From an optimization exercise on the open Yosys and OpenROAD flow, aimed at small area, a short achievable clock period and few clock cycles per item; shortcuts taken in it are not production practice.
At most, simulation tests tie the RTL to the original design; equivalence was not proved.
Only the layout flow was run in runs 1 to 3; the RTL was not checked for function there.
Power and IR drop assume default switching activity.

--- flow/config.mk ---
export PLATFORM = sky130hd
export DESIGN_NAME = mem_bank_responder
export DESIGN_NICKNAME = mem_bank_responder
export VERILOG_FILES = /design/flow/design.v
export SDC_FILE = /design/flow/constraint.sdc
export NUM_CORES = 4
export LEC_CHECK = 0
export CAP_MARGIN = 20
export CORE_MARGIN = 2
export CORE_UTILIZATION = 55
export PLACE_DENSITY = 0.7
export SETUP_SLACK_MARGIN = 3.2
export SLEW_MARGIN = 20
export TNS_END_PERCENT = 100
--- flow/constraint.sdc ---
create_clock -name core_clock -period 6.0 [get_ports {CLK100MHZ}]
set_input_delay 1.2000 -clock core_clock [delete_from_list [all_inputs] [get_ports {CLK100MHZ}]]
set_output_delay 1.2000 -clock core_clock [all_outputs]
set_load 0.01 [all_outputs]
--- flow/design.v ---
module mem_bank_responder #(
   parameter int                DATA_W      = 16,
   parameter int                ADDR_W      = 8,
   parameter int                WAIT_CYCLES = 2,    
   parameter logic [ADDR_W-1:0] PROT_LIMIT  = ADDR_W'(8'h40)
) (
   input  logic              CLK100MHZ,
   input  logic              RST,
   input  logic              mb_sel,
   input  logic [ADDR_W-1:0] pc_addr,
   input  logic [ADDR_W-1:0] mb_addr,
   input  logic              mb_read,
   input  logic              mb_write,
   input  logic [DATA_W-1:0] mb_wdata,
   output logic [DATA_W-1:0] mb_rdata,
   output logic              mb_ack,
   output logic              mb_busy,
   output logic              mb_err
);
   localparam int DEPTH = 1 << ADDR_W;
   localparam int LO_W  = 4;                   
   localparam int HI_W  = ADDR_W - LO_W;       
   localparam int NGRP  = 1 << HI_W;
   localparam int GSZ   = 1 << LO_W;
   localparam bit PROT_EN = 1'b0;
   localparam int RING_B = 2;                    
   localparam int RING   = 1 << RING_B;
   localparam int NRING  = DEPTH / RING;
   localparam int AGE_W  = $clog2(RING + 2);
   localparam logic [AGE_W-1:0] AGE_OLD = AGE_W'(RING + 1);
   logic              strobe_q;      
   logic              armed;         
   logic              req_wait;      
   logic              ack_q;
   logic              busy_q;
   logic              err_q;
   logic [RING_B-1:0] rot;           
   logic              rot_init;      
   logic [RING_B-1:0] tgt_q [RING];  
   logic              sb_v    [2];
   logic [ADDR_W-1:0] sb_addr [2];
   logic [DATA_W-1:0] sb_data [2];
   logic              sb_ptr;        
   logic [ADDR_W-1:0] lw_addr;       
   logic [AGE_W-1:0]  lw_age;        
   logic [DATA_W-1:0] ring [NRING][RING];
   logic              strobe_any;
   logic              req_edge;
   logic              req_active;
   logic              req_ok;
   logic              accept;
   logic [ADDR_W-1:0] sel_addr;
   logic              reject_now;
   logic              store_now;
   logic              recent;
   logic              sb_c    [2];   
   logic [DATA_W-1:0] wbus;
   logic [RING-1:0]   pos_hit;       
   logic [GSZ-1:0]    lo_oh;
   logic [NGRP-1:0]   hi_oh;
   logic [DATA_W-1:0] rd_grp [NGRP];
   logic [DATA_W-1:0] rd_d;
   assign strobe_any = mb_read | mb_write;
   assign sel_addr   = mb_sel ? mb_addr : pc_addr;
   assign req_edge   = strobe_any & ~strobe_q & armed;
   assign req_active = req_edge | req_wait;
   assign reject_now = (mb_read & mb_write)
                     | (PROT_EN & mb_write & ~mb_read & (sel_addr < PROT_LIMIT));
   assign store_now  = mb_write & ~reject_now;
   assign recent = (lw_age <= AGE_W'(RING));
   always_comb begin
      if (reject_now)
         req_ok = 1'b1;
      else if (mb_write)
         req_ok = !(recent && lw_age != AGE_W'(RING)
                    && sel_addr[RING_B-1:0] == lw_addr[RING_B-1:0]);
      else
         req_ok = !(recent && sel_addr == lw_addr);
   end
   assign accept = req_active & req_ok;
   always_ff @(posedge CLK100MHZ) begin
      if (RST) begin
         strobe_q <= 1'b0;
         armed    <= 1'b0;
         req_wait <= 1'b0;
         ack_q    <= 1'b0;
         busy_q   <= 1'b0;
         err_q    <= 1'b0;
      end else begin
         strobe_q <= strobe_any;
         if (!strobe_any) begin
            armed <= 1'b1;
         end
         req_wait <= req_active & ~req_ok;
         ack_q    <= accept;
         busy_q   <= req_active;
         err_q    <= accept & reject_now;
      end
   end
   always_comb begin
      for (int k = 0; k < 2; k++)
         sb_c[k] = sb_v[k] && (sb_addr[k][RING_B-1:0] == ~rot);
      wbus = sb_c[0] ? sb_data[0] : sb_data[1];
   end
   always_ff @(posedge CLK100MHZ) begin
      if (!RST || rot_init) begin
         rot <= rot + 1'b1;
         for (int p = 0; p < RING; p++) tgt_q[p] <= RING_B'(p) - rot - 1'b1;
         for (int k = 0; k < 2; k++) begin
            if (sb_c[k]) sb_v[k] <= 1'b0;
         end
         if (lw_age != AGE_OLD) lw_age <= lw_age + 1'b1;
         if (!RST && accept && store_now) begin
            sb_v[sb_ptr]    <= 1'b1;
            sb_addr[sb_ptr] <= sel_addr;
            sb_data[sb_ptr] <= mb_wdata;
            sb_ptr          <= ~sb_ptr;
            lw_addr         <= sel_addr;
            lw_age          <= AGE_W'(1);
         end
      end else begin
         rot      <= '0;
         for (int p = 0; p < RING; p++) tgt_q[p] <= RING_B'(p);
         sb_v[0]  <= 1'b0;
         sb_v[1]  <= 1'b0;
         sb_ptr   <= 1'b0;
         lw_age   <= AGE_OLD;
         rot_init <= 1'b1;
      end
   end
   always_comb begin
      for (int p = 0; p < RING; p++) pos_hit[p] = (sel_addr[RING_B-1:0] == tgt_q[p]);
      for (int i = 0; i < GSZ; i++)
         lo_oh[i] = pos_hit[i % RING]
                  & (sel_addr[LO_W-1:RING_B] == (LO_W-RING_B)'(i / RING));
      for (int g = 0; g < NGRP; g++) hi_oh[g] = (sel_addr[ADDR_W-1:LO_W] == HI_W'(g));
      rd_d = '0;
      for (int g = 0; g < NGRP; g++) begin
         rd_grp[g] = '0;
         for (int i = 0; i < GSZ; i++) begin
            rd_grp[g] = rd_grp[g]
                      | ({DATA_W{lo_oh[i]}} & ring[(g*GSZ + i) / RING][i % RING]);
         end
         rd_d = rd_d | ({DATA_W{hi_oh[g]}} & rd_grp[g]);
      end
   end
   always_ff @(posedge CLK100MHZ) begin
      mb_rdata <= rd_d;
   end
   assign mb_ack  = ack_q;
   assign mb_busy = busy_q;
   assign mb_err  = err_q;
   always_ff @(posedge CLK100MHZ) begin
      for (int r = 0; r < NRING; r++) begin
         for (int p = 1; p < RING; p++) ring[r][p] <= ring[r][p-1];
         if ((sb_c[0] && sb_addr[0][ADDR_W-1:RING_B] == (ADDR_W-RING_B)'(r))
          || (sb_c[1] && sb_addr[1][ADDR_W-1:RING_B] == (ADDR_W-RING_B)'(r)))
            ring[r][0] <= wbus;
         else
            ring[r][0] <= ring[r][RING-1];
      end
   end
endmodule
--- flow/run.sh ---
#!/bin/bash
# synth_recipe.tcl (not shown) runs the flow's synth.tcl, then flattens the netlist and writes it again
# the make line also repeats each setting of config.mk as NAME=value (left out here)
make -C /OpenROAD-flow-scripts/flow DESIGN_CONFIG=/design/flow/config.mk WORK_HOME=/design/flow/orfs CLKGATE_MAP_FILE= SYNTH_SCRIPT=/design/flow/synth_recipe.tcl finish
==> summary.txt, run 1 <==
Status
  – Status: finished clean

STA
  – RSZ-0062 raised after global routing: yes
  – Post-layout min period: a little under 4000 ps
  – Final Hold Fails: 0
  – Relative slew margins: 36.9%
  – Max Slew Vio Count: 0
  – Final worst-path cycle share: about 66%
  – Setup-failing EPs final: 0
  – Clk_skew: between 80 and 90 ps
  – Fmax: around 250 MHz
  – Slew @ Worst Pin: 947 ps

Finish
  – Most frequent cells in the layout: dfxtp_1, a22oi_1, a21oi_1
  – Fraction of layout cells with a size suffix above 1: 14.9%
  – Final #Nets: 11,089
  – Most common cell after layout, fill and taps aside: dfxtp_1
  – Fin cells: 14,211
  – Post-route cell area: 146,000 um2
  – Layout area overhead: 20.3%

Synth
  – Yosys top cell by area: dfxtp_1
  – Distinct cell type count after synthesis: 60
  – Synth top area share: 68.1%
  – Synth Area in Compound Gates: 20.2%
  – Seq cells post-synth: 4,186
  – Largest family of logic cells by synthesized area: compound AO/OA/AOI/OAI gates
  – Mean Syn Cell Area: approximately 11 um2
  – Synth Area in XOR/XNOR: 0.222%
  – Cells after Synth: between 10,000 and 15,000
  – Fraction of registers with async set or reset after synthesis: 0%
  – Part of the Yosys area used for sequential elements: between 60% and 70%
  – Synthesis Warnings: 5
  – Mapped cell area: 121,000 um2
  – Post-synthesis simple-gate area fraction: 7.04%
  – Mux cell area share after synthesis: 0.220%
  – Post-Synth Adder-Cell Area: 0.0309%
  – Post-Syn Nets: 10,751
  – Post-synth EDFFs: 58
  – Top_reg_cell synth: dfxtp_1
  – Largest cells by area after synthesis: dfxtp_1, a22oi_1, a21oi_1

Global route
  – First-pass GRT wire length: roughly 600,000 um
  – Grt total ovfl: 0
  – Gr usage total: 35.9%
  – Largest net degree at the start of global routing: 69
  – Vias in the first global route: 93,305
  – Antenna violations before repair: 25

Setup path
  – CP max-delay cell: or4_4
  – Reg2reg end: mb_rdata[6]
  – Crit-path max FO: 6
  – FF-to-FF path depth: 13
  – Reg2Reg Setup Slack: 2160 ps
  – CP Capture Type: register
  – RR Startpoint: tgt_q[2][0]
  – Setup CP Type: in2reg
  – Most used cell, CP: buf_12
  – Worst Setup Start Kind: primary input
  – CP Data Required Time: 6850 ps
  – CP arrival: between 4000 and 5000 ps
  – Max stage delay on crit path: 660 ps
  – CP cell instances: buf_12 -> mux2i_4 -> buf_12 -> xnor2_4 -> buf_12 -> buf_8 -> nor3_4 -> buf_12 -> a22oi_2 -> nand2_1 -> o31ai_1 -> buf_4 -> nand4_1 -> or4_4 -> or3_1

Drt
  – DRC errors left: 0
  – Detailed Route Iter0 Violations: 14,371
  – DR pass1 iterations: 9
  – Vias/cell: between 6 and 7
  – WL final: roughly 420,000 um
  – Drt wl/cell: slightly below 30 um
  – Vias post-DR: 93,622
  – Remaining antenna violation count: 0

Power and ir drop
  – Cell Pwr Density: around 380 nW/um2
  – Leakage: 0.0549 uW
  – Worst vdd ir: around 0.31 mV
  – Total power draw: 55,300 uW

Clock tree
  – CTS H-tree depth: 5
  – Root Buffer: clkbuf_16
  – Post-CTS Hold Fix Bufs: 0
  – Max Root-Sink Buffers: 4
  – CTS sink count: 4,186
  – CTS tree: yes
  – CTS buffer count: 398
  – Worst skew pair latency: about 1000 ps
  – Worst-path clk slew: 60 ps

Die
  – DIE AREA: between 200,000 and 250,000 um2
  – Die Y: 474 um
  – Core box area: approximately 220,000 um2
  – Chip width: 474 um
  – Initial Util: 55.3%
  – Rows: about 170
  – I/O Pins: 56

Placement
  – PortBufs: 55
  – Final Wtd Congestion: 0.932
  – Dpl hpwl: 236,000 um
  – Placed cells: ~13,000
  – Placed Area: 128,000 um2

Hold path
  – Min-delay worst type: reg2reg
  – Min-Delay Endpoint: ring[54][15]
  – Min-delay src: ring[53][15]
  – Hold depth: 0

Flow run
  – Max Cap Violations: 0
metrics by stage:
step | util, % | worst slack, ps | hold WS, ps | TNS [ps]
after global placement | 58.2 | 18.3 | 329 | 0
after detailed placement | 58.2 | -92.1 | 333 | -92.1
after global routing | 66.5 | 2140 | 288 | 0
after CTS | 66.0 | 2250 | 276 | 0
final | 66.5 | 2050 | 282 | 0
after floorplan | - | 1950 | 323 | 0
final cells by class:
class / count / area, um2
diodes: 3 / 7.51
clock buffers: 553 / 11500
clock inverters: 135 / 1710
fillers: 15601 / 73500
inverters: 15 / 60.1
multi-input cells: 5675 / 35600
flip-flops and latches: 4186 / 84400
well taps: 2871 / 3590
repair buffers: 772 / 9140
repair inverters: 1 / 7.51
worst max-delay path, delay by kind of cell:
kind | cells | cell delay (ps)
and+or+nand+nor | 5 | 1720
buffers and inverters | 6 | 940
AOI/OAI and AO/OA | 2 | 450
xor gates and xnor gates | 1 | 280
muxes | 1 | 180
metal layers:
metal / vias up / track usage, % / wire [um]
li1: 39772 / - / -
met1: 45677 / 46.3 / 159000
met3: 1414 / 8.48 / 50200
met5: - / 0 / 170
met4: 24 / 21.1 / 26700
met2: 6735 / 55.3 / 186000
cells by family (layout without fill, tap and decap cells):
group,count (synthesis),in the layout
and+or+nand+nor,1952,1956
adders and majority gates,3,3
AOI/OAI and AO/OA,3668,3669
other,0,3
buffers and inverters,855,1476
xor gates and xnor gates,23,23
muxes,24,24
DFF,4186,4186
worst max path at each step:
| stage | start | endpoint | cells after the start |
|---|---|---|---|
| final | mb_sel | mb_rdata[6] | 15 |
| after global routing | mb_sel | mb_rdata[6] | 15 |
| after CTS | mb_sel | mb_rdata[6] | 14 |
| after detailed placement | mb_sel | mb_rdata[6] | 10 |
| after global placement | mb_sel | mb_rdata[6] | 10 |
| after floorplan | mb_sel | mb_rdata[10] | 12 |
Yosys cell counts, types with 55 or more instances:
cell         n
a222oi_1   114
buf_2      118
dfxtp_1   4128
nand3_1    178
a22o_1     161
nand4_1    169
edfxtp_1    58
a221oi_1   121
clkbuf_1   660
o22ai_1    262
buf_1       55
a22oi_1   1408
nor2_1    1143
o21ai_0    162
nand2_1    310
a21oi_1   1250
where the power goes:
part	switching, uW	internal [uW]	total [uW]
clock network	10600	14900	25500
registers	56.7	27900	28000
logic	1270	561	1840
total	11900	43400	55300
timing repair:
action                                   CTS  global route
endpoints found under the hold margin      0             0
pin swaps                                159            76
endpoints found under the setup margin  1124           636
gates cloned                              34            13
gates resized for setup                  555            91
setup buffers                            150            42
registers in the layout (all words and copies together), names as in the netlist:
name      cells
ack_q         1
armed         1
busy_q        1
err_q         1
lw_addr       8
lw_age        3
mb_rdata     16
req_wait      1
ring       4096
sb_addr      16
sb_data      32
sb_ptr        1
sb_v          2
strobe_q      1
tgt_q         6
==> run 2, diff against run 1 <==
--- a/flow/design.v
+++ b/flow/design.v
@@ -41,8 +41,8 @@
    logic [ADDR_W-1:0] sb_addr [2];
    logic [DATA_W-1:0] sb_data [2];
    logic              sb_ptr;        
+   logic [AGE_W-1:0]  lw_age;        
    logic [ADDR_W-1:0] lw_addr;       
-   logic [AGE_W-1:0]  lw_age;        
    logic [DATA_W-1:0] ring [NRING][RING];
    logic              strobe_any;
    logic              req_edge;
@@ -67,7 +67,8 @@
    assign reject_now = (mb_read & mb_write)
                      | (PROT_EN & mb_write & ~mb_read & (sel_addr < PROT_LIMIT));
    assign store_now  = mb_write & ~reject_now;
-   assign recent = (lw_age <= AGE_W'(RING));
+   assign lw_addr = sb_addr[~sb_ptr];
+   assign recent  = (lw_age <= AGE_W'(RING));
    always_comb begin
       if (reject_now)
          req_ok = 1'b1;
@@ -111,12 +112,9 @@
          end
          if (lw_age != AGE_OLD) lw_age <= lw_age + 1'b1;
          if (!RST && accept && store_now) begin
-            sb_v[sb_ptr]    <= 1'b1;
-            sb_addr[sb_ptr] <= sel_addr;
-            sb_data[sb_ptr] <= mb_wdata;
-            sb_ptr          <= ~sb_ptr;
-            lw_addr         <= sel_addr;
-            lw_age          <= AGE_W'(1);
+            sb_v[sb_ptr] <= 1'b1;
+            sb_ptr       <= ~sb_ptr;
+            lw_age       <= AGE_W'(1);
          end
       end else begin
          rot      <= '0;
@@ -126,6 +124,14 @@
          sb_ptr   <= 1'b0;
          lw_age   <= AGE_OLD;
          rot_init <= 1'b1;
+      end
+   end
+   always_ff @(posedge CLK100MHZ) begin
+      for (int k = 0; k < 2; k++) begin
+         if (sb_ptr == 1'(k)) begin
+            sb_addr[k] <= sel_addr;
+            sb_data[k] <= mb_wdata;
+         end
       end
    end
    always_comb begin
==> flow/flow/run.sh (new file) <==
#!/bin/bash
# Standard layout, with a few placement/CTS arguments added to config.mk.
set -e
cp standard.sh standard_copy.sh.txt
cp config.mk config_orig.mk.txt
cat >> config.mk <<'EOT'
export BUFFER_PORTS_ARGS = -buffer_cell sky130_fd_sc_hd__buf_4
export CTS_ARGS = -sink_clustering_enable -repair_clock_nets -dont_use_dummy_load
EOT
bash standard.sh > standard.log 2>&1
==> flow/standard.sh (new file) <==
#!/bin/bash
# synth_recipe.tcl (not shown) runs the flow's synth.tcl, then flattens the netlist and writes it again
# the make line also repeats each setting of config.mk as NAME=value (left out here)
make -C /OpenROAD-flow-scripts/flow DESIGN_CONFIG=/design/flow/config.mk WORK_HOME=/design/flow/orfs CLKGATE_MAP_FILE= SYNTH_SCRIPT=/design/flow/synth_recipe.tcl "${@:-finish}"
--- a/flow/config.mk
+++ b/flow/config.mk
@@ -12,3 +12,5 @@
 export SETUP_SLACK_MARGIN = 3.2
 export SLEW_MARGIN = 20
 export TNS_END_PERCENT = 100
+export BUFFER_PORTS_ARGS = -buffer_cell sky130_fd_sc_hd__buf_4
+export CTS_ARGS = -sink_clustering_enable -repair_clock_nets -dont_use_dummy_load
removed: flow/run.sh
==> summary.txt, run 2 <==
Power and ir drop
  – Clock power share: 41.2% (-4.9 points)
  – Cell Pwr Density: 362 nW/um2 (-4.5%)
  – Sw Share: 22.0% (+0.41 points)
  – Seq pwr share: 54.6% (+4.0 points)
  – NetSw: 11,400 uW (-4.6%)
  – P_int: 40,400 uW (-6.9%)
  – Comb pwr share: 4.2% (+0.9 points)
  – Worst vdd ir: 0.331 mV (+6.3%)
  – Leakage: 0.0536 uW (-2.5%)

Synth
  – Post-Syn Nets: 10,747 (-0.037%)
  – Top_reg_cell synth: dfxtp_1
  – Fraction of registers with async set or reset after synthesis: 0% (unchanged)
  – Largest cells by area after synthesis: dfxtp_1, a22oi_1, a21oi_1
  – Post-synth EDFFs: 50 (-14%)
  – Synth top area share: 68.2% (+0.084 points)
  – Cell with the most instances after synthesis: dfxtp_1
  – Mapped cell area: 121,000 um2 (-0.12%)
  – Part of the Yosys area used for sequential elements: 69.4% (-0.11 points)
  – Synthesis Warnings: 7 (+2)
  – Cells after Synth: 10,707 (-0.037%)
  – Seq cells post-synth: 4,178 (-0.19%)
  – Mean Syn Cell Area: 11.3 um2 (about the same)
  – Commonest cells post-synth: dfxtp_1, a22oi_1, a21oi_1, nor2_1, clkbuf_1
  – Yosys top cell by area: dfxtp_1
  – Distinct cell type count after synthesis: 62 (+3.3%)

Global route
  – Vias in the first global route: 92,152 (-1.2%)
  – First-pass GRT wire length: 612,000 um (+0.90%)
  – Largest net degree at the start of global routing: 65 (-5.8%)
  – Grt total ovfl: 0 (unchanged)
  – Antenna violations before repair: 30 (+20%)
  – Gr usage total: 36.7% (+0.74 points)

Hold path
  – Hold depth: 0 (unchanged)
  – Min-delay worst type: reg2reg
  – Min-Delay Endpoint: ring[71][11]
  – Min-delay src: ring[70][11]

Finish
  – Sequential standard cell area: 84,200 um2 (-0.29%)
  – Largest register FFs: 4,096 (unchanged)
  – Fin cells: 13,890 (-2.3%)
  – Layout area overhead: 18.1%
  – Final #Nets: 11,055 (-0.31%)
  – Top reg by flops: ring
  – Number of fill cells in the layout: 15,824 (+1.4%)
  – Fraction of layout cells with a size suffix above 1: 13.6% (-1.3 points)
  – Most frequent cells in the layout: dfxtp_1, a22oi_1, a21oi_1
  – Area of the multi-input gates: 36,100 um2 (+1.6%)
  – Largest regs: ring: 4096 flops, sb_data: 32 flops
  – Most common cell after layout, fill and taps aside: dfxtp_1

STA
  – Max Slew Vio Count: 0 (unchanged)
  – Setup-failing EPs final: 0 (unchanged)
  – Final worst-path cycle share: 67.1% (+1.2 points)
  – RSZ-0062 raised after global routing: yes
  – Final Hold Fails: 0 (unchanged)
  – Slew @ Worst Pin: 1210 ps (+267 ps)
  – Fmax: 249 MHz (-1.8%)
  – Worst setup margin: 1980 ps (-74.0 ps)
  – Post-layout min period: 4020 ps (+74.0 ps)
  – Clk_skew: 98.0 ps (+16.4 ps)
  – Relative slew margins: 19.0% (-18 points)

Placement
  – Final Wtd Congestion: 0.921 (-1.2%)
  – Placed cells: 13,203 (-0.59%)
  – PortBufs: 55 (unchanged)
  – Post-place setup slack: -404 ps (-312 ps)
  – Dpl hpwl: 231,000 um (-2.1%)

Die
  – I/O Pins: 56 (unchanged)
  – Initial Util: 55.2% (-0.068 points)
  – Rows: 172 (unchanged)
  – Chip width: 474 um (about the same)
  – Die Y: 474 um (about the same)
  – DIE AREA: 224,000 um2 (-0.12%)
  – Core box area: 220,000 um2 (unchanged)

Setup path
  – CP Data Required Time: 6820 ps (-30 ps)
  – CP Capture Type: register
  – Reg2reg end: mb_rdata[14]
  – Crit-path max FO: 18 (+12)
  – Reg2Reg Setup Slack: 2200 ps (+40 ps)
  – RR Startpoint: tgt_q[2][0]
  – Worst Setup Start Kind: primary input
  – FF-to-FF path depth: 11 (-2)
  – Setup CP Type: in2reg
  – CP arrival: 4840 ps (+40 ps)

Status
  – Status: finished clean

Drt
  – Detailed Route Iter0 Violations: 14,763 (+2.7%)
  – Drt wl/cell: 30.8 um (+3.6%)
  – Vias/cell: 6.73 (+2.2%)
  – Remaining antenna violation count: 0 (unchanged)
  – WL final: 427,000 um (+1.3%)
  – Vias post-DR: 93,504 (-0.13%)
  – DR pass1 iterations: 10 (+1)
  – DRC errors left: 0 (unchanged)

Clock tree
  – Worst skew pair latency: 1000 ps (-20 ps)
  – CTS sink count: 4,178 (-0.19%)
  – Max Root-Sink Buffers: 4 (unchanged)
  – CTS buffer count: 399 (+0.25%)
  – CTS tree: yes
  – CTS H-tree depth: 5 (unchanged)
  – Worst-path clk slew: 70 ps (about the same)
  – Root Buffer: clkbuf_16

Flow run
  – Max Cap Violations: 0 (unchanged)
[run 2: cell types whose count changed in the layout (fill, tap and decap cells not counted), moves of 22 or more]
| cell | delta |
|---|---|
| o21ai_0 | -25 |
| clkbuf_1 | -68 |
| buf_12 | -22 |
| clkdlybuf4s50_1 | -27 |
| bufinv_16 | -37 |
| clkbuf_8 | -81 |
| clkinv_2 | -77 |
[run 2: power by group through the flow]
stage               clock network [uW]  logic (uW)  registers, uW
finish                           21300        2180          28300
global route                     22400        2170          28300
CTS                              21300        2020          28200
detailed placement                   0        1590          28900
global placement                     0        1560          28800
floorplan                            0         761          28800
[run 2: per-stage QoR]
| step | hold WS [ps] | power [uW] | util, % | TNS [ps] | instance area (um2) |
|---|---|---|---|---|---|
| after floorplan | 323 | 29600 | - | 0 | 121000 |
| after global placement | 326 | 30400 | 57.8 | -414 | 127000 |
| after detailed placement | 332 | 30400 | 57.9 | -404 | 127000 |
| after CTS | 293 | 51500 | 64.8 | 0 | 142000 |
| after global routing | 301 | 52800 | 65.2 | 0 | 143000 |
| final | 292 | 51800 | 65.2 | 0 | 143000 |
[run 2: worst max-delay path, stage by stage]
cell     delay [ps]
buf_16          120
mux2i_4         180
buf_12          140
xnor2_4         200
buf_12          150
buf_8           120
nor3_2          130
buf_12          210
buf_16          190
a22oi_1         170
nand2_1         110
o31ai_4         500
nand4_1         660
or4_1           710
[run 2: area by class of cell]
class | count | area share [%]
sequential | 4178 | 58.8
multi-input combinational | 5681 | 25.3
clock buffer | 399 | 6.98
timing repair buffer | 741 | 6.39
tap | 2871 | 2.51
inverter | 14 | 0.0367
antenna | 6 | 0.0105
[run 2: cells by family after synthesis]
| kind of cell | after synthesis | synth area share, % |
|---|---|---|
| adder cells (fa/ha/maj) | 3 | 0.0310 |
| flip-flops | 4178 | 69.4 |
| AND/OR/NAND/NOR | 1949 | 7.04 |
| multiplexers | 32 | 0.286 |
| buffers and inverters | 854 | 2.80 |
| AO/OA/AOI/OAI | 3668 | 20.3 |
| XOR/XNOR | 23 | 0.206 |
[run 2: per-layer routing]
metal	vias up	wire, um	global-route usage [%]
met4	28	26200	21.2
met3	1313	56600	10.5
met2	7144	183000	54.2
met1	45614	162000	48.1
li1	39405	-	-
met5	-	193	0
[run 2: worst max-delay path by stage]
| stage | startpoint | end | slack, ps | cells past startpoint |
|---|---|---|---|---|
| floorplan | mb_sel | mb_rdata[4] | 1990 | 13 |
| global placement | mb_sel | mb_rdata[14] | -410 | 13 |
| detailed placement | mb_sel | mb_rdata[14] | -400 | 13 |
| CTS | mb_sel | mb_rdata[4] | 2270 | 16 |
| global route | mb_sel | mb_rdata[14] | 2120 | 12 |
| finish | mb_sel | mb_rdata[14] | 1980 | 14 |
[run 2: what timing repair did]
| action | CTS | global route |
|---|---|---|
| gates resized for setup | 467 | 121 |
| endpoints found under the setup margin | 1064 | 738 |
| setup buffers | 180 | 46 |
| cloned | 53 | 2 |
| pin swaps | 142 | 58 |
| hold buffers | 0 | 0 |
==> run 3, diff against run 2 <==
--- a/flow/design.v
+++ b/flow/design.v
@@ -22,6 +22,7 @@
    localparam int HI_W  = ADDR_W - LO_W;       
    localparam int NGRP  = 1 << HI_W;
    localparam int GSZ   = 1 << LO_W;
+   localparam int NPART = 2;
    localparam bit PROT_EN = 1'b0;
    localparam int RING_B = 2;                    
    localparam int RING   = 1 << RING_B;
@@ -59,7 +60,8 @@
    logic [GSZ-1:0]    lo_oh;
    logic [NGRP-1:0]   hi_oh;
    logic [DATA_W-1:0] rd_grp [NGRP];
-   logic [DATA_W-1:0] rd_d;
+   logic [DATA_W-1:0] rd_part   [NPART];   
+   logic [DATA_W-1:0] rd_part_q [NPART];
    assign strobe_any = mb_read | mb_write;
    assign sel_addr   = mb_sel ? mb_addr : pc_addr;
    assign req_edge   = strobe_any & ~strobe_q & armed;
@@ -140,18 +142,23 @@
          lo_oh[i] = pos_hit[i % RING]
                   & (sel_addr[LO_W-1:RING_B] == (LO_W-RING_B)'(i / RING));
       for (int g = 0; g < NGRP; g++) hi_oh[g] = (sel_addr[ADDR_W-1:LO_W] == HI_W'(g));
-      rd_d = '0;
+      for (int j = 0; j < NPART; j++) rd_part[j] = '0;
       for (int g = 0; g < NGRP; g++) begin
          rd_grp[g] = '0;
          for (int i = 0; i < GSZ; i++) begin
             rd_grp[g] = rd_grp[g]
                       | ({DATA_W{lo_oh[i]}} & ring[(g*GSZ + i) / RING][i % RING]);
          end
-         rd_d = rd_d | ({DATA_W{hi_oh[g]}} & rd_grp[g]);
+         rd_part[g / (NGRP / NPART)] = rd_part[g / (NGRP / NPART)]
+                                     | ({DATA_W{hi_oh[g]}} & rd_grp[g]);
       end
    end
    always_ff @(posedge CLK100MHZ) begin
-      mb_rdata <= rd_d;
+      for (int j = 0; j < NPART; j++) rd_part_q[j] <= rd_part[j];
+   end
+   always_comb begin
+      mb_rdata = '0;
+      for (int j = 0; j < NPART; j++) mb_rdata = mb_rdata | rd_part_q[j];
    end
    assign mb_ack  = ack_q;
    assign mb_busy = busy_q;
==> flow/run.sh (new file) <==
#!/bin/bash
# synth_recipe.tcl (not shown) runs the flow's synth.tcl, then flattens the netlist and writes it again
# the make line also repeats each setting of config.mk as NAME=value (left out here)
make -C /OpenROAD-flow-scripts/flow DESIGN_CONFIG=/design/flow/config.mk WORK_HOME=/design/flow/orfs CLKGATE_MAP_FILE= SYNTH_SCRIPT=/design/flow/synth_recipe.tcl finish
==> flow/config.mk (replaced) <==
export PLATFORM = sky130hd
export DESIGN_NAME = mem_bank_responder
export DESIGN_NICKNAME = mem_bank_responder
export VERILOG_FILES = /design/flow/design.v
export SDC_FILE = /design/flow/constraint.sdc
export NUM_CORES = 4
export LEC_CHECK = 0
export CAP_MARGIN = 20
export CORE_MARGIN = 2
export CORE_UTILIZATION = 65
export PLACE_DENSITY = 0.75
export SETUP_SLACK_MARGIN = 3.0
export SLEW_MARGIN = 20
export TNS_END_PERCENT = 100
removed: flow/flow/run.sh
removed: flow/standard.sh
==> summary.txt, run 3 <==
Status
  – Status: finished clean

Synth
  – Fraction of registers with async set or reset after synthesis: 0% (unchanged)
  – Post-Syn Nets: 10,533 (-2.0%)
  – Distinct cell type count after synthesis: 60 (-3.2%)
  – Mean Syn Cell Area: 11.5 um2 (+1.7%)
  – Synth top area share: 68.6% (+0.50 points)
  – Part of the Yosys area used for sequential elements: 69.9% (+0.50 points)
  – Largest cells by area after synthesis: dfxtp_1, a22oi_1, a21oi_1
  – Mapped cell area: 121,000 um2 (-0.34%)
  – Synthesis Warnings: 9 (+2)
  – Seq cells post-synth: 4,194 (+0.38%)
  – Cells after Synth: 10,493 (-2.0%)
  – Commonest cells post-synth: dfxtp_1, a22oi_1, nor2_1, a21oi_1, clkbuf_1
  – Top_reg_cell synth: dfxtp_1
  – Yosys top cell by area: dfxtp_1
  – Post-synth EDFFs: 50 (unchanged)
  – Cell with the most instances after synthesis: dfxtp_1

STA
  – Worst setup margin: 2070 ps (+97.6 ps)
  – Max Slew Vio Count: 0 (unchanged)
  – Relative slew margins: 23.4% (+4.4 points)
  – Setup TNS: 0 ps (unchanged)
  – Final Hold Fails: 0 (unchanged)
  – Fmax: 255 MHz (+2.5%)
  – Setup-failing EPs final: 0 (unchanged)
  – Slew @ Worst Pin: 1150 ps (-65.7 ps)
  – Final worst-path cycle share: 65.4% (-1.6 points)
  – RSZ-0062 raised after global routing: yes
  – Post-layout min period: 3930 ps (-97.6 ps)
  – Clk_skew: 73.4 ps (-24.5 ps)

Placement
  – Dpl hpwl: 221,000 um (-4.3%)
  – PortBufs: 55 (unchanged)
  – Final Wtd Congestion: 0.930 (+1.1%)
  – Placed Area: 126,000 um2 (-1.0%)
  – Post-place setup slack: 223 ps (+627 ps)

Power and ir drop
  – Clock power share: 45.9% (+4.7 points)
  – Cell Pwr Density: 382 nW/um2 (+5.7%)
  – Leakage: 0.0552 uW (+3.1%)
  – P_int: 43,900 uW (+8.7%)
  – Comb pwr share: 3.5% (-0.7 points)
  – Worst vdd ir: 0.434 mV (+31%)
  – Sw Share: 21.9% (-0.12 points)
  – Seq pwr share: 50.5% (-4.1 points)
  – NetSw: 12,300 uW (+7.9%)

Finish
  – Most frequent cells in the layout: dfxtp_1, a22oi_1, nor2_1
  – Area of the multi-input gates: 36,600 um2 (+1.1%)
  – Post-route cell area: 147,000 um2 (+2.6%)
  – Fraction of layout cells with a size suffix above 1: 16.2% (+2.6 points)
  – Largest regs: ring: 4096 flops, rd_part_q: 32 flops, sb_data: 32 flops
  – Layout area overhead: 21.6%
  – Largest register FFs: 4,096 (unchanged)
  – Top reg by flops: ring
  – Fin util: 79.4% (+14 points)
  – Most common cell after layout, fill and taps aside: dfxtp_1
  – Final #Nets: 10,798 (-2.3%)
  – Sequential standard cell area: 84,500 um2 (+0.40%)
  – Number of fill cells in the layout: 10,146 (-36%)

Setup path
  – Setup CP Type: in2reg
  – CP max-delay cell: o31ai_4
  – CP arrival: 4790 ps (-50 ps)
  – CP Data Required Time: 6870 ps (+50 ps)
  – CP Capture Type: register
  – Most used cell, CP: buf_12
  – Max stage delay on crit path: 660 ps (-50 ps)
  – CP cell instances: buf_12 -> mux2i_4 -> buf_12 -> buf_12 -> xnor2_4 -> buf_12 -> nor3_4 -> buf_12 -> buf_12 -> buf_16 -> a222oi_1 -> nand3_1 -> o31ai_4 -> and4_4 -> o2111ai_2
  – Crit-path max FO: 8 (-10)
  – Worst Setup Start Kind: primary input

Die
  – Rows: 158 (-8.1%)
  – DIE AREA: 189,000 um2 (-16%)
  – Die Y: 435 um (-8.1%)
  – Core box area: 185,000 um2 (-16%)
  – Initial Util: 65.3% (+10 points)
  – I/O Pins: 56 (unchanged)
  – Chip width: 435 um (-8.1%)

Global route
  – Vias in the first global route: 95,208 (+3.3%)
  – Grt total ovfl: 0 (unchanged)
  – Gr usage total: 44.7% (+8.0 points)
  – First-pass GRT wire length: 631,000 um (+3.1%)
  – Antenna violations before repair: 34 (+13%)
  – Largest net degree at the start of global routing: 74 (+14%)

Clock tree
  – CTS tree: yes
  – Worst-path clk slew: 70 ps (about the same)
  – CTS H-tree depth: 5 (unchanged)
  – Max Root-Sink Buffers: 4 (unchanged)
  – Worst skew pair latency: 1030 ps (+30 ps)
  – CTS sink count: 4,194 (+0.38%)
  – CTS buffer count: 389 (-2.5%)
  – Root Buffer: clkbuf_16
  – Post-CTS Hold Fix Bufs: 0 (unchanged)

Drt
  – Remaining antenna violation count: 0 (unchanged)
  – DRC errors left: 0 (unchanged)
  – Detailed Route Iter0 Violations: 17,070 (+16%)
  – Vias post-DR: 97,019 (+3.8%)
  – DR pass1 iterations: 9 (-1)
  – Vias/cell: 7.15 (+6.2%)
  – WL final: 453,000 um (+6.1%)
  – Drt wl/cell: 33.4 um (+8.6%)

Flow run
  – Max Cap Violations: 0 (unchanged)

Hold path
  – Min-delay worst type: reg2reg
-- run 3: cell count changes after synthesis, moves of 34 or more --
| cell | before | now |
|---|---|---|
| a21oi_1 | 1250 | 1042 |
| nand4_1 | 170 | 377 |
| a22oi_1 | 1408 | 1600 |
| o22ai_1 | 262 | 78 |
| clkbuf_1 | 638 | 515 |
| nand3_1 | 178 | 81 |
| buf_2 | 116 | 209 |
| a222oi_1 | 114 | 32 |
| a22o_1 | 161 | 236 |
| o21ai_0 | 164 | 106 |
| a221oi_1 | 121 | 66 |
| a2111oi_0 | 0 | 37 |
| o2bb2ai_1 | 0 | 34 |
-- run 3: area by class of cell --
| type | instances | area share, % |
|---|---|---|
| clock inverter | 114 | 1.08 |
| sequential | 4194 | 57.5 |
| timing repair buffer | 676 | 6.32 |
| antenna | 28 | 0.0477 |
| inverter | 15 | 0.0383 |
| clock buffer | 577 | 7.99 |
| multi-input combinational | 5482 | 24.9 |
| tap | 2480 | 2.11 |
-- run 3: per-layer routing --
| metal | global-route usage (%) | part of all wire, % | up-vias |
|---|---|---|---|
| met5 | 0.580 | 0.12 | - |
| met4 | 32.0 | 8.8 | 30 |
| met3 | 14.2 | 15 | 2519 |
| met2 | 65.4 | 42 | 8762 |
| met1 | 55.9 | 35 | 46851 |
| li1 | - | - | 38857 |
-- run 3: repair_timing --
item | 4_1_cts | 5_1_grt
pin swaps | 263 | 160
setup buffers | 159 | 56
resized for setup | 810 | 130
endpoints found under the setup margin | 826 | 506
cloned | 72 | 9
-- run 3: kinds of logic (layout without fill, tap and decap cells) --
group,after synthesis,count (layout),synth area share [%]
simple gates,2024,2027,7.61
compound gates,3400,3400,19.2
xor+xnor,20,20,0.188
other cells,0,28,0
mux,32,32,0.287
flops,4194,4194,69.9
fa+ha+maj,3,3,0.0311
buf+inv,820,1382,2.79
-- run 3: worst paths after layout --
kind	from	end	slack [ps]	cells past startpoint
hold / removal	ring[76][15]	ring[77][15]	310	0
hold reg to reg	ring[76][15]	ring[77][15]	310	0
setup reg to reg	rot[0]	rd_part_q[0][14]	2370	11
setup / recovery	mb_sel	rd_part_q[0][14]	2070	15
-- run 3: per-stage QoR --
step,power [uW],hold WS [ps],instances
finish,56100,309,13566
global route,57000,315,13541
CTS,55600,301,13472
detailed placement,30300,330,12550
global placement,30300,330,12539
floorplan,29600,323,10493
-- run 3: power groups by stage --
stage	logic, uW	clock network (uW)	registers [uW]
3_5_place_dp	1340	0	29000
4_1_cts	1750	25500	28300
5_1_grt	1930	26700	28400
3_3_place_gp	1310	0	28900
6_report	1980	25800	28400
2_1_floorplan	664	0	28900
-- run 3: critical path, delay by kind of cell --
| family | cells | cell delay [ps] |
|---|---|---|
| AOI/OAI and AO/OA | 3 | 1280 |
| xor gates and xnor gates | 1 | 340 |
| and+or+nand+nor | 3 | 750 |
| muxes | 1 | 180 |
| buffers and inverters | 7 | 1010 |
==> run 4, diff against run 3 <==
--- a/flow/design.v
+++ b/flow/design.v
@@ -22,12 +22,12 @@
    localparam int HI_W  = ADDR_W - LO_W;       
    localparam int NGRP  = 1 << HI_W;
    localparam int GSZ   = 1 << LO_W;
-   localparam int NPART = 2;
+   localparam int NPART = 4;
    localparam bit PROT_EN = 1'b0;
    localparam int RING_B = 2;                    
    localparam int RING   = 1 << RING_B;
    localparam int NRING  = DEPTH / RING;
-   localparam int AGE_W  = $clog2(RING + 2);
+   localparam int AGE_W  = 3;                    
    localparam logic [AGE_W-1:0] AGE_OLD = AGE_W'(RING + 1);
    logic              strobe_q;      
    logic              armed;         
@@ -61,7 +61,7 @@
    logic [NGRP-1:0]   hi_oh;
    logic [DATA_W-1:0] rd_grp [NGRP];
    logic [DATA_W-1:0] rd_part   [NPART];   
-   logic [DATA_W-1:0] rd_part_q [NPART];
+   logic [DATA_W-1:0] rd_part_n [NPART];   
    assign strobe_any = mb_read | mb_write;
    assign sel_addr   = mb_sel ? mb_addr : pc_addr;
    assign req_edge   = strobe_any & ~strobe_q & armed;
@@ -112,7 +112,7 @@
          for (int k = 0; k < 2; k++) begin
             if (sb_c[k]) sb_v[k] <= 1'b0;
          end
-         if (lw_age != AGE_OLD) lw_age <= lw_age + 1'b1;
+         if (lw_age < AGE_OLD) lw_age <= lw_age + 1'b1;
          if (!RST && accept && store_now) begin
             sb_v[sb_ptr] <= 1'b1;
             sb_ptr       <= ~sb_ptr;
@@ -154,11 +154,12 @@
       end
    end
    always_ff @(posedge CLK100MHZ) begin
-      for (int j = 0; j < NPART; j++) rd_part_q[j] <= rd_part[j];
+      for (int j = 0; j < NPART; j++) rd_part_n[j] <= ~rd_part[j];
    end
    always_comb begin
-      mb_rdata = '0;
-      for (int j = 0; j < NPART; j++) mb_rdata = mb_rdata | rd_part_q[j];
+      mb_rdata = '1;
+      for (int j = 0; j < NPART; j++) mb_rdata = mb_rdata & rd_part_n[j];
+      mb_rdata = ~mb_rdata;
    end
    assign mb_ack  = ack_q;
    assign mb_busy = busy_q;
--- a/flow/config.mk
+++ b/flow/config.mk
@@ -7,8 +7,11 @@
 export LEC_CHECK = 0
 export CAP_MARGIN = 20
 export CORE_MARGIN = 2
-export CORE_UTILIZATION = 65
-export PLACE_DENSITY = 0.75
+export CORE_UTILIZATION = 55
+export CTS_BUF_LIST = sky130_fd_sc_hd__clkbuf_16
+export CTS_CLUSTER_DIAMETER = 50
+export CTS_CLUSTER_SIZE = 20
+export PLACE_DENSITY = 0.7
 export SETUP_SLACK_MARGIN = 3.0
 export SLEW_MARGIN = 20
 export TNS_END_PERCENT = 100
==> summary.txt, run 4 <==
Status
  – Status: finished clean

Die
  – Initial Util: 55.3% (-10 points)
  – DIE AREA: 227,000 um2 (+20%)
  – Chip width: 476 um (+9.5%)
  – Rows: 173 (+9.5%)
  – I/O Pins: 56 (unchanged)
  – Core box area: 222,000 um2 (+20%)
  – Die Y: 476 um (+9.5%)

STA
  – Final worst-path cycle share: 53.6% (-12 points)
  – Clk_skew: 39.8 ps (-33.6 ps)
  – Max Slew Vio Count: 0 (unchanged)
  – Final Hold Fails: 0 (unchanged)
  – Setup-failing EPs final: 0 (unchanged)
  – Fmax: 311 MHz (+22%)
  – RSZ-0062 raised after global routing: yes
  – Relative slew margins: 43.0% (+20 points)
  – Slew @ Worst Pin: 856 ps (-293 ps)
  – WHS: 322 ps (+13.0 ps)
  – Setup TNS: 0 ps (unchanged)
  – Post-layout min period: 3210 ps (-711 ps)

Setup path
  – Reg2Reg Setup Slack: 3030 ps (+660 ps)
  – CP Capture Type: output pin
  – Worst Setup Start Kind: register
  – Crit-path max FO: 1 (-7)
  – Setup CP Type: reg2out
  – CP arrival: 2010 ps (-2780 ps)
  – CP Data Required Time: 4800 ps (-2070 ps)

Clock tree
  – Max Root-Sink Buffers: 4 (unchanged)
  – CTS H-tree depth: 5 (unchanged)
  – Worst skew pair latency: 960 ps (-70 ps)
  – CTS buffer count: 299 (-23%)
  – Worst-path clk slew: 80 ps (about the same)
  – CTS sink count: 4,226 (+0.76%)
  – Root Buffer: clkbuf_16
  – CTS tree: yes
  – Post-CTS Hold Fix Bufs: 0 (unchanged)

Synth
  – Post-synth EDFFs: 50 (unchanged)
  – Post-Syn Nets: 10,630 (+0.92%)
  – Yosys top cell by area: dfxtp_1
  – Part of the Yosys area used for sequential elements: 69.3% (-0.56 points)
  – Synthesis Warnings: 9 (unchanged)
  – Cells after Synth: 10,591 (+0.93%)
  – Mapped cell area: 123,000 um2 (+1.6%)
  – Cell with the most instances after synthesis: dfxtp_1
  – Fraction of registers with async set or reset after synthesis: 0% (unchanged)
  – Distinct cell type count after synthesis: 48 (-20%)
  – Seq cells post-synth: 4,226 (+0.76%)
  – Largest cells by area after synthesis: dfxtp_1, a22oi_1, a21oi_1
  – Mean Syn Cell Area: 11.6 um2 (+0.63%)
  – Synth top area share: 68.1% (-0.54 points)
  – Commonest cells post-synth: dfxtp_1, nor2_1, a21oi_1, a22oi_1, clkbuf_1
  – Top_reg_cell synth: dfxtp_1

Placement
  – Dpl hpwl: 220,000 um (-0.79%)
  – PortBufs: 55 (unchanged)
  – Final Wtd Congestion: 0.904 (-2.8%)
  – Placed cells: 13,074 (+4.2%)

Power and ir drop
  – Cell Pwr Density: 362 nW/um2 (-5.2%)
  – Leakage: 0.0490 uW (-11%)
  – Worst vdd ir: 0.209 mV (-52%)

Global route
  – Grt total ovfl: 0 (unchanged)
  – First-pass GRT wire length: 570,000 um (-9.7%)
  – Gr usage total: 32.9% (-12 points)
  – Largest net degree at the start of global routing: 88 (+19%)
  – Antenna violations before repair: 19 (-44%)
  – Vias in the first global route: 88,264 (-7.3%)

Finish
  – Most frequent cells in the layout: dfxtp_1, nor2_1, a21oi_1
  – Fin cells: 13,635 (+0.51%)
  – Number of fill cells in the layout: 16,881 (+66%)
  – Fraction of layout cells with a size suffix above 1: 10.4% (-5.8 points)
  – Most common cell after layout, fill and taps aside: dfxtp_1
  – Top reg by flops: ring
  – Final #Nets: 10,539 (-2.4%)
  – Sequential standard cell area: 85,200 um2 (+0.82%)
  – Largest register FFs: 4,096 (unchanged)
  – Largest regs: ring: 4096 flops, rd_part_n: 64 flops, sb_data: 32 flops
  – Fin util: 62.7% (-17 points)
  – Layout area overhead: 13.4%
  – Area of the multi-input gates: 35,300 um2 (-3.6%)

Drt
  – DRC errors left: 0 (unchanged)
  – DR pass1 iterations: 9 (unchanged)
  – Detailed Route Iter0 Violations: 11,495 (-33%)
  – Vias/cell: 6.60 (-7.7%)
  – Drt wl/cell: 28.8 um (-14%)
  – Remaining antenna violation count: 0 (unchanged)
  – WL final: 393,000 um (-13%)
  – Vias post-DR: 90,029 (-7.2%)

Hold path
  – Min-delay worst type: reg2reg

Flow run
  – Max Cap Violations: 0 (unchanged)
==> run 4: changes by cell type after synthesis, sizes merged, moves of 47 or more <==
cell,change
a22o,+276
nand3,-66
nor4b,-47
o31ai,-48
nor2,+184
nand2,-259
o22ai,+497
a221oi,+446
a31oi,+241
a22oi,-576
nand4,-357
o21ai,-128
nor4,+63
==> run 4: final timing paths <==
check,from,endpoint,cells after the start
hold reg to reg,ring[92][2],ring[93][2],0
hold / removal,ring[92][2],ring[93][2],0
setup / recovery,rd_part_n[0][7],mb_rdata[7],2
setup reg to reg,rot[1],ring[64][0],8
==> run 4: layer usage <==
| layer | global-route usage (%) | routed length [um] | part of all wire [%] |
|---|---|---|---|
| met2 | 52.6 | 180000 | 46 |
| met1 | 42.7 | 155000 | 40 |
| met3 | 6.22 | 37100 | 9.4 |
| met5 | 0 | 101 | 0.026 |
| met4 | 16.8 | 20100 | 5.1 |
==> run 4: cell families (layout without fill, tap and decap cells) <==
group / after synthesis / count (layout) / share of synthesized area [%]
compound gates: 3914 / 3914 / 22.2
xor+xnor: 19 / 19 / 0.163
fa+ha+maj: 2 / 2 / 0.0204
buf+inv: 904 / 962 / 3.11
flops: 4226 / 4226 / 69.3
mux: 34 / 34 / 0.301
other cells: 0 / 8 / 0
simple gates: 1492 / 1495 / 4.87
==> run 4: where the power goes <==
part / internal, uW / switching (uW) / leakage (uW)
registers: 28300 / 180 / 0.0342
logic: 510 / 1440 / 0.0103
clock network: 10000 / 9900 / 0.00453
==> run 4: worst max-delay path, cell delays in order (launching register included) <==
cell and delay (ps):
dfxtp_4 460, nand4_1 320, buf_2 250
==> run 4: final cells by class <==
type / instances / area share [%]
clock buffer: 308 / 5.54
sequential: 4226 / 61.2
antenna: 8 / 0.0144
tap: 2975 / 2.67
multi-input combinational: 5464 / 25.3
inverter: 15 / 0.0405
timing repair buffer: 494 / 4.16
clock inverter: 145 / 1.02
==> run 4: timing repair <==
item,4_1_cts,5_1_grt
pin swaps,45,32
endpoints found under the setup margin,791,647
gates cloned,13,6
gates resized for setup,261,94
buffers inserted,64,16
==> run 4: through the flow <==
stage	cell area, um2	worst slack (ps)	total power, uW
final	139000	2790	50400
after global routing	139000	2810	51600
after CTS	138000	2760	50300
after detailed placement	128000	490	30900
after global placement	128000	549	30800
after floorplan	123000	2850	30000
Testbench counts of run 4, summed over its fixed seeds: cycles 36,215, items 12,000.
==> run 5, diff against run 4 <==
==> flow/flow/run.sh (new file) <==
#!/bin/bash
set -euo pipefail
cat >> config.mk <<'EOT'
export BUFFER_PORTS_ARGS = -buffer_cell sky130_fd_sc_hd__buf_4
export CTS_ARGS = -sink_clustering_enable -repair_clock_nets -dont_use_dummy_load -buf_list sky130_fd_sc_hd__clkbuf_16 -sink_clustering_size 24 -sink_clustering_max_diameter 60
EOT
bash standard.sh > standard.log 2>&1
==> flow/standard.sh (new file) <==
#!/bin/bash
# synth_recipe.tcl (not shown) runs the flow's synth.tcl, then flattens the netlist and writes it again
# the make line also repeats each setting of config.mk as NAME=value (left out here)
make -C /OpenROAD-flow-scripts/flow DESIGN_CONFIG=/design/flow/config.mk WORK_HOME=/design/flow/orfs CLKGATE_MAP_FILE= SYNTH_SCRIPT=/design/flow/synth_recipe.tcl "${@:-finish}"
--- a/flow/config.mk
+++ b/flow/config.mk
@@ -9,9 +9,11 @@
 export CORE_MARGIN = 2
 export CORE_UTILIZATION = 55
 export CTS_BUF_LIST = sky130_fd_sc_hd__clkbuf_16
-export CTS_CLUSTER_DIAMETER = 50
-export CTS_CLUSTER_SIZE = 20
+export CTS_CLUSTER_DIAMETER = 60
+export CTS_CLUSTER_SIZE = 24
 export PLACE_DENSITY = 0.7
 export SETUP_SLACK_MARGIN = 3.0
 export SLEW_MARGIN = 20
 export TNS_END_PERCENT = 100
+export BUFFER_PORTS_ARGS = -buffer_cell sky130_fd_sc_hd__buf_4
+export CTS_ARGS = -sink_clustering_enable -repair_clock_nets -dont_use_dummy_load -buf_list sky130_fd_sc_hd__clkbuf_16 -sink_clustering_size 24 -sink_clustering_max_diameter 60
removed: flow/run.sh
==> summary.txt, run 5 <==
Status
  – Status: finished clean

Clock tree
  – CTS tree: yes
  – CTS H-tree depth: 4 (-1)
  – Worst skew pair latency: 910 ps (-50 ps)
  – CTS sink count: 4,226 (unchanged)
  – CTS buffer count: 206 (-31%)
  – Root Buffer: clkbuf_16
  – Worst-path clk slew: 90 ps (about the same)
  – Max Root-Sink Buffers: 3 (-1)

Die
  – Core box area: 222,000 um2 (unchanged)
  – I/O Pins: 56 (unchanged)
  – Rows: 173 (unchanged)
  – Initial Util: 55.3% (unchanged)
  – Die Y: 476 um (unchanged)
  – Chip width: 476 um (unchanged)
  – DIE AREA: 227,000 um2 (unchanged)

Setup path
  – Setup CP Type: in2reg
  – Worst Setup Start Kind: primary input
  – CP max-delay cell: a221oi_1
  – Most used cell, CP: buf_12
  – Crit-path max FO: 89 (+88)
  – CP Data Required Time: 6780 ps (+1980 ps)
  – CP Capture Type: register
  – CP cell instances: buf_12 -> mux2i_4 -> buf_12 -> xnor2_4 -> buf_6 -> buf_4 -> nor3_4 -> buf_4 -> buf_12 -> a221oi_1 -> a31oi_2 -> nor4_2
  – Max stage delay on crit path: 550 ps (+90 ps)
  – CP arrival: 3990 ps (+1980 ps)

STA
  – RSZ-0062 raised after global routing: yes
  – Clk_skew: 83.6 ps (+43.8 ps)
  – Setup TNS: 0 ps (unchanged)
  – Setup-failing EPs final: 0 (unchanged)
  – Post-layout min period: 3210 ps (-2.15 ps)
  – Max Slew Vio Count: 0 (unchanged)
  – Final Hold Fails: 0 (unchanged)
  – Fmax: 311 MHz (about the same)
  – Relative slew margins: 31.5% (-11 points)
  – Slew @ Worst Pin: 1030 ps (+172 ps)
  – Final worst-path cycle share: 53.5% (about the same)

Drt
  – Remaining antenna violation count: 0 (unchanged)
  – Vias/cell: 6.64 (+0.53%)
  – DR pass1 iterations: 9 (unchanged)
  – DRC errors left: 0 (unchanged)
  – Drt wl/cell: 29.2 um (+1.4%)
  – Detailed Route Iter0 Violations: 11,726 (+2.0%)
  – Vias post-DR: 88,233 (-2.0%)
  – WL final: 388,000 um (-1.1%)

Finish
  – Number of fill cells in the layout: 17,594 (+4.2%)
  – Layout area overhead: 9.21%
  – Largest regs: ring: 4096 flops, rd_part_n: 64 flops, sb_data: 32 flops
  – Fraction of layout cells with a size suffix above 1: 8.43% (-2.0 points)
  – Most common cell after layout, fill and taps aside: dfxtp_1
  – Fin cells: 13,292 (-2.5%)
  – Final #Nets: 10,351 (-1.8%)
  – Most frequent cells in the layout: dfxtp_1, nor2_1, a21oi_1
  – Largest register FFs: 4,096 (unchanged)
  – Top reg by flops: ring

Synth
  – Fraction of registers with async set or reset after synthesis: 0% (unchanged)
  – Part of the Yosys area used for sequential elements: 69.3% (unchanged)
  – Yosys top cell by area: dfxtp_1
  – Mapped cell area: 123,000 um2 (unchanged)
  – Top_reg_cell synth: dfxtp_1
  – Commonest cells post-synth: dfxtp_1, nor2_1, a21oi_1, a22oi_1, clkbuf_1
  – Mean Syn Cell Area: 11.6 um2 (unchanged)
  – Post-synth EDFFs: 50 (unchanged)
  – Cell with the most instances after synthesis: dfxtp_1
  – Largest cells by area after synthesis: dfxtp_1, a22oi_1, a21oi_1
  – Seq cells post-synth: 4,226 (unchanged)
  – Cells after Synth: 10,591 (unchanged)
  – Post-Syn Nets: 10,630 (unchanged)
  – Distinct cell type count after synthesis: 48 (unchanged)
  – Synthesis Warnings: 9 (unchanged)
  – Synth top area share: 68.1% (unchanged)

Global route
  – Antenna violations before repair: 14 (-5)
  – Vias in the first global route: 85,645 (-3.0%)
  – Gr usage total: 32.5% (-0.45 points)
  – Grt total ovfl: 0 (unchanged)
  – First-pass GRT wire length: 561,000 um (-1.7%)
  – Largest net degree at the start of global routing: 125 (+42%)

Flow run
  – Max Cap Violations: 0 (unchanged)

Power and ir drop
  – Worst vdd ir: 0.243 mV (+16%)
  – Cell Pwr Density: 335 nW/um2 (-7.4%)
  – Leakage: 0.0464 uW (-5.3%)

Hold path
  – Min-delay worst type: reg2reg

Placement
  – Placed cells: 12,988 (-0.66%)
  – PortBufs: 55 (unchanged)
  – Final Wtd Congestion: 0.898 (-0.73%)
  – Dpl hpwl: 210,000 um (-4.1%)
run 5: cell types whose count changed in the layout (fill, tap and decap cells not counted), sizes merged, moves of 3 or more:
cell / before / now
bufinv: 13 / 0
clkinvlp: 13 / 0
bufbuf: 6 / 2
inv: 74 / 15
buf: 442 / 387
dlygate4sd2: 8 / 0
clkbuf: 317 / 213
or2: 12 / 15
clkdlybuf4s50: 27 / 0
clkinv: 60 / 0
run 5: metrics by stage:
step	area [um2]	utilization (%)	power [uW]	hold slack, ps	worst slack [ps]
3_3_place_gp	127000	57.0	30800	331	1380
3_5_place_dp	127000	57.0	30800	335	1360
5_1_grt	134000	60.4	46000	288	2830
4_1_cts	133000	60.0	44900	295	2750
6_report	134000	60.4	45000	297	2790
2_1_floorplan	123000	-	30000	326	2850
run 5: path summary, 6_finish.rpt:
| check | startpoint | end | slack (ps) | depth (start not counted) |
|---|---|---|---|---|
| max reg2reg | sb_addr[0][1] | ring[192][4] | 3030 | 8 |
| min | ring[85][5] | ring[86][5] | 300 | 0 |
| min reg2reg | ring[85][5] | ring[86][5] | 300 | 0 |
| max | mb_sel | rd_part_n[0][5] | 2790 | 12 |
run 5: layout make-up:
cell class,count,area [um2],share of cell area [%]
well taps,2975,3720,2.78
multi-input cells,5467,35400,26.4
repair buffers,396,4520,3.37
diodes,7,17.5,0.0131
inverters,15,56.3,0.0420
clock buffers,206,5150,3.85
flip-flops and latches,4226,85200,63.6
run 5: critical path, delay by kind of cell:
| family | cells | cell delay [ps] |
|---|---|---|
| xor gates and xnor gates | 1 | 150 |
| and+or+nand+nor | 2 | 340 |
| buffers and inverters | 6 | 860 |
| AOI/OAI and AO/OA | 2 | 820 |
| muxes | 1 | 260 |
run 5: layer usage:
metal	vias up	GRT usage, %	part of all wire (%)
met5	-	0	0.042
met4	14	15.2	4.9
met3	927	6.36	10
met2	5301	50.6	45
met1	43670	43.6	40
li1	38321	-	-
run 5: report_power, final:
part           internal (uW)  switching [uW]  total [uW]
clock network           6100            8480       14600
logic                    426            1430        1860
registers              28400             179       28500
total                  34900           10100       45000
run 5: repair_timing:
action,CTS,global route
cloned,12,8
pin swaps,29,40
setup endpoints to repair,754,692
hold buffers,0,0
gates resized for setup,144,117
buffers inserted,57,14
run 5: cells by family (layout without fill, tap and decap cells):
group | count (synthesis) | count (layout) | synth area share [%]
flip-flops | 4226 | 4226 | 69.3
AO/OA/AOI/OAI | 3914 | 3914 | 22.2
AND/OR/NAND/NOR | 1492 | 1498 | 4.87
buffers and inverters | 904 | 617 | 3.11
multiplexers | 34 | 34 | 0.301
XOR/XNOR | 19 | 19 | 0.163
adder cells (fa/ha/maj) | 2 | 2 | 0.0204
other | 0 | 7 | 0
==> run 6, diff against run 5 <==
--- a/flow/config.mk
+++ b/flow/config.mk
@@ -12,7 +12,7 @@
 export CTS_CLUSTER_DIAMETER = 60
 export CTS_CLUSTER_SIZE = 24
 export PLACE_DENSITY = 0.7
-export SETUP_SLACK_MARGIN = 3.0
+export SETUP_SLACK_MARGIN = 3.5
 export SLEW_MARGIN = 20
 export TNS_END_PERCENT = 100
 export BUFFER_PORTS_ARGS = -buffer_cell sky130_fd_sc_hd__buf_4
==> summary.txt, run 6 <==
Synth
  – Commonest cells post-synth: dfxtp_1, nor2_1, a21oi_1, a22oi_1, clkbuf_1
  – Post-synth EDFFs: 50 (unchanged)
  – Seq cells post-synth: 4,226 (unchanged)
  – Top_reg_cell synth: dfxtp_1
  – Distinct cell type count after synthesis: 48 (unchanged)
  – Part of the Yosys area used for sequential elements: 69.3% (unchanged)
  – Yosys top cell by area: dfxtp_1
  – Post-Syn Nets: 10,630 (unchanged)
  – Cell with the most instances after synthesis: dfxtp_1
  – Mapped cell area: 123,000 um2 (unchanged)
  – Largest cells by area after synthesis: dfxtp_1, a22oi_1, a21oi_1
  – Cells after Synth: 10,591 (unchanged)
  – Synth top area share: 68.1% (unchanged)
  – Synthesis Warnings: 9 (unchanged)
  – Fraction of registers with async set or reset after synthesis: 0% (unchanged)
  – Mean Syn Cell Area: 11.6 um2 (unchanged)

STA
  – Final worst-path cycle share: 55.1% (+1.6 points)
  – Max Slew Vio Count: 0 (unchanged)
  – Setup TNS: 0 ps (unchanged)
  – Setup-failing EPs final: 0 (unchanged)
  – Fmax: 302 MHz (-2.9%)
  – Final Hold Fails: 0 (unchanged)
  – Worst setup margin: 2690 ps (-96.1 ps)
  – RSZ-0062 raised after global routing: yes
  – Slew @ Worst Pin: 814 ps (-214 ps)
  – Clk_skew: 72.6 ps (-11.0 ps)
  – Relative slew margins: 45.7% (+14 points)
  – Post-layout min period: 3310 ps (+96.1 ps)

Drt
  – Detailed Route Iter0 Violations: 14,964 (+28%)
  – Vias post-DR: 94,888 (+7.5%)
  – DRC errors left: 0 (unchanged)
  – Vias/cell: 6.90 (+4.0%)
  – Remaining antenna violation count: 0 (unchanged)
  – DR pass1 iterations: 14 (+5)
  – Drt wl/cell: 33.3 um (+14%)
  – WL final: 458,000 um (+18%)

Finish
  – Sequential standard cell area: 85,200 um2 (about the same)
  – Most common cell after layout, fill and taps aside: dfxtp_1
  – Number of fill cells in the layout: 15,577 (-11%)
  – Largest register FFs: 4,096 (unchanged)
  – Most frequent cells in the layout: dfxtp_1, nor2_1, a21oi_1, a22oi_1, a22o_1
  – Fraction of layout cells with a size suffix above 1: 16.8% (+8.4 points)
  – Layout area overhead: 19.2%
  – Largest regs: ring: 4096 flops, rd_part_n: 64 flops, sb_data: 32 flops
  – Top reg by flops: ring
  – Area of the multi-input gates: 39,300 um2 (+11%)
  – Final #Nets: 10,799 (+4.3%)
  – Fin util: 65.9% (+5.5 points)

Global route
  – Top Usage Layer GRT: met2
  – Met1 Use GR: 47.4% (+3.8 points)
  – Antenna violations before repair: 26 (+12)
  – Met3 Track Usage GR: 9.83% (+3.5 points)
  – GRT met2 Usage: 56.5% (+5.9 points)
  – First-pass GRT wire length: 638,000 um (+14%)
  – Gr usage total: 37.9% (+5.5 points)
  – Vias in the first global route: 91,609 (+7.0%)
  – Largest net degree at the start of global routing: 121 (-3.2%)
  – Grt total ovfl: 0 (unchanged)

Clock tree
  – Worst skew pair latency: 910 ps (about the same)
  – CTS tree: yes
  – Max Root-Sink Buffers: 3 (unchanged)
  – CTS buffer count: 203 (-1.5%)
  – Post-CTS Hold Fix Bufs: 0 (unchanged)
  – Root Buffer: clkbuf_16
  – CTS sink count: 4,226 (unchanged)
  – CTS H-tree depth: 4 (unchanged)
  – Worst-path clk slew: 90 ps (about the same)

Placement
  – Post-place setup slack: 1170 ps (-192 ps)
  – Dpl hpwl: 221,000 um (+5.2%)
  – Final Wtd Congestion: 0.905 (+0.77%)
  – PortBufs: 55 (unchanged)

Power and ir drop
  – NetSw: 10,600 uW (+5.3%)
  – Sw Share: 23.1% (+0.70 points)
  – Cell Pwr Density: 314 nW/um2 (-6.4%)
  – Comb pwr share: 6.1% (+2.0 points)
  – P_int: 35,300 uW (+1.2%)
  – Worst vdd ir: 0.276 mV (+14%)
  – Leakage: 0.0516 uW (+11%)
  – Clock power share: 31.7% (-0.7 points)
  – Seq pwr share: 62.2% (-1.2 points)

Setup path
  – Crit path buf inv count: 1 (-5)
  – Max stage delay on crit path: 490 ps (-60 ps)
  – CP Data Required Time: 4800 ps (-1980 ps)
  – Crit-path leading delay family: flip-flops
  – RR Startpoint: lw_age[0]
  – CP Capture Type: output pin
  – Setup CP Type: reg2out
  – Crit-path max FO: 1 (-99%)
  – Worst Setup Start Kind: register
  – CP max-delay cell: dfxtp_4
  – CP cell instances: nand4_1 -> buf_4
  – Critical Path Start: rd_part_n[0][7]
  – CP arrival: 2110 ps (-1880 ps)

Die
  – Die Y: 476 um (unchanged)
  – Chip width: 476 um (unchanged)
  – DIE AREA: 227,000 um2 (unchanged)
  – Rows: 173 (unchanged)
  – Core box area: 222,000 um2 (unchanged)
  – I/O Pins: 56 (unchanged)
  – Initial Util: 55.3% (unchanged)

Flow run
  – Max Cap Violations: 0 (unchanged)

Hold path
  – Min-delay worst type: reg2reg
  – Min-delay src: ring[248][0]

Status
  – Status: finished clean
run 6: cell count changes in the layout (fill, tap and decap cells not counted), moves of 16 or more:
| cell | before | now |
|---|---|---|
| a31oi_1 | 222 | 151 |
| a31oi_2 | 34 | 75 |
| a221oi_1 | 473 | 134 |
| nor4_1 | 50 | 32 |
| nor4_2 | 14 | 30 |
| a221oi_4 | 0 | 49 |
| a221oi_2 | 39 | 329 |
| buf_12 | 64 | 168 |
| buf_6 | 56 | 115 |
| buf_8 | 3 | 42 |
| a31oi_4 | 1 | 31 |
| buf_4 | 247 | 344 |
| buf_16 | 17 | 154 |
run 6: per-stage QoR:
stage	hold slack (ps)	cells	instance area, um2	power (uW)
floorplan	326	10591	123000	30000
global placement	332	13053	127000	30800
detailed placement	335	13056	127000	30900
CTS	306	13654	143000	45500
global route	316	13736	146000	46800
finish	314	13746	146000	45900
run 6: area by class of cell:
type	instances	area share [%]
Antenna cell	13	0.0222
Sequential cell	4226	58.3
Multi-Input combinational cell	5467	26.9
Inverter	15	0.0436
Clock buffer	203	3.47
Timing Repair Buffer	847	8.77
Tap cell	2975	2.55
run 6: path summary, 6_finish.rpt:
| kind | slack (ps) | endpoint | cells past startpoint |
|---|---|---|---|
| max | 2690 | mb_rdata[7] | 2 |
| min | 310 | ring[249][0] | 0 |
| max reg2reg | 3160 | lw_age[2] | 9 |
| min reg2reg | 310 | ring[249][0] | 0 |
run 6: timing repair:
| action | 4_1_cts | 5_1_grt |
|---|---|---|
| resized for setup | 951 | 348 |
| pin swaps | 368 | 178 |
| gates cloned | 125 | 7 |
| endpoints found under the setup margin | 1117 | 1109 |
| setup buffers | 270 | 72 |
run 6: power groups by stage:
stage | combinational [uW] | clock, uW | sequential, uW
after floorplan | 874 | 0 | 29100
after global placement | 1670 | 0 | 29200
after detailed placement | 1690 | 0 | 29200
after CTS | 2510 | 14400 | 28500
after global routing | 2760 | 15400 | 28600
final | 2810 | 14600 | 28600
run 6: logic make-up (layout without fill, tap and decap cells):
kind of cell,after synthesis,count (layout),share of synthesized area [%]
flip-flops,4226,4226,69.3
AND/OR/NAND/NOR,1492,1497,4.87
AO/OA/AOI/OAI,3914,3915,22.2
XOR/XNOR,19,19,0.163
multiplexers,34,34,0.301
buffers and inverters,904,1065,3.11
adder cells (fa/ha/maj),2,2,0.0204
other,0,13,0
run 6: worst register-to-register path, stage by stage, from the launching register on:
cell	delay (ps)
dfxtp_1	380
inv_1	140
ha_1	190
inv_1	70
a21oi_2	470
nor4b_4	670
o2bb2ai_2	210
a31oi_2	140
nand2b_1	210
o211ai_1	130
run 6: routing by layer:
layer  share of wire [%]  vias up
met3                  12     1883
li1                    -    39318
met2                  43     7361
met5               0.034        -
met1                  36    46302
met4                 8.8       24

port drivers added, routing unchanged:
How much do the figures lean on ideal ports? The routed layouts below were timed once more, with nothing changed but the port constraints.
Step 1 sets driving cells, clkbuf_16 on the clock port and buf_2 on the other inputs (assumed; they add their load-dependent delay and slew).
Step 2 also shifts input and output timing later by t, the mid clock arrival at the registers, as if the neighbouring blocks saw the same clock.
Three values: no drivers, after step 1, after step 2; two values: the first two.
run | t (ns) | setup WS [ns] | worst hold slack (ns) | worst setup path after step 2 | worst data-port slew with drivers (ns)
run 1 | 1.063 | 2.051 / 2.092 / 1.029 | 0.282 / 0.282 / 0.282 | input to register | 0.07
run 2 | 1.050 | 1.977 / 1.955 / 0.905 | 0.292 / 0.292 / 0.292 | input to register | 0.12
run 3 | 1.085 | 2.074 / 2.122 / 1.038 | 0.309 / 0.309 / 0.309 | input to register | 0.12
run 4 | 1.033 | 2.785 / 2.693 / 2.004 | 0.322 / 0.322 / 0.322 | input to register | 0.07
run 5 | 0.965 | 2.787 / 2.742 / 1.851 | 0.297 / 0.297 / 0.297 | input to register | 0.10
run 6 | 0.969 | 2.691 / 2.599 / 1.797 | 0.314 / 0.314 / 0.314 | input to register | 0.17
After both steps every run listed still meets setup and hold. For run 2, which loses most, drivers alone change the setup slack by -0.022 ns; drivers and shift together by -1.072 ns.
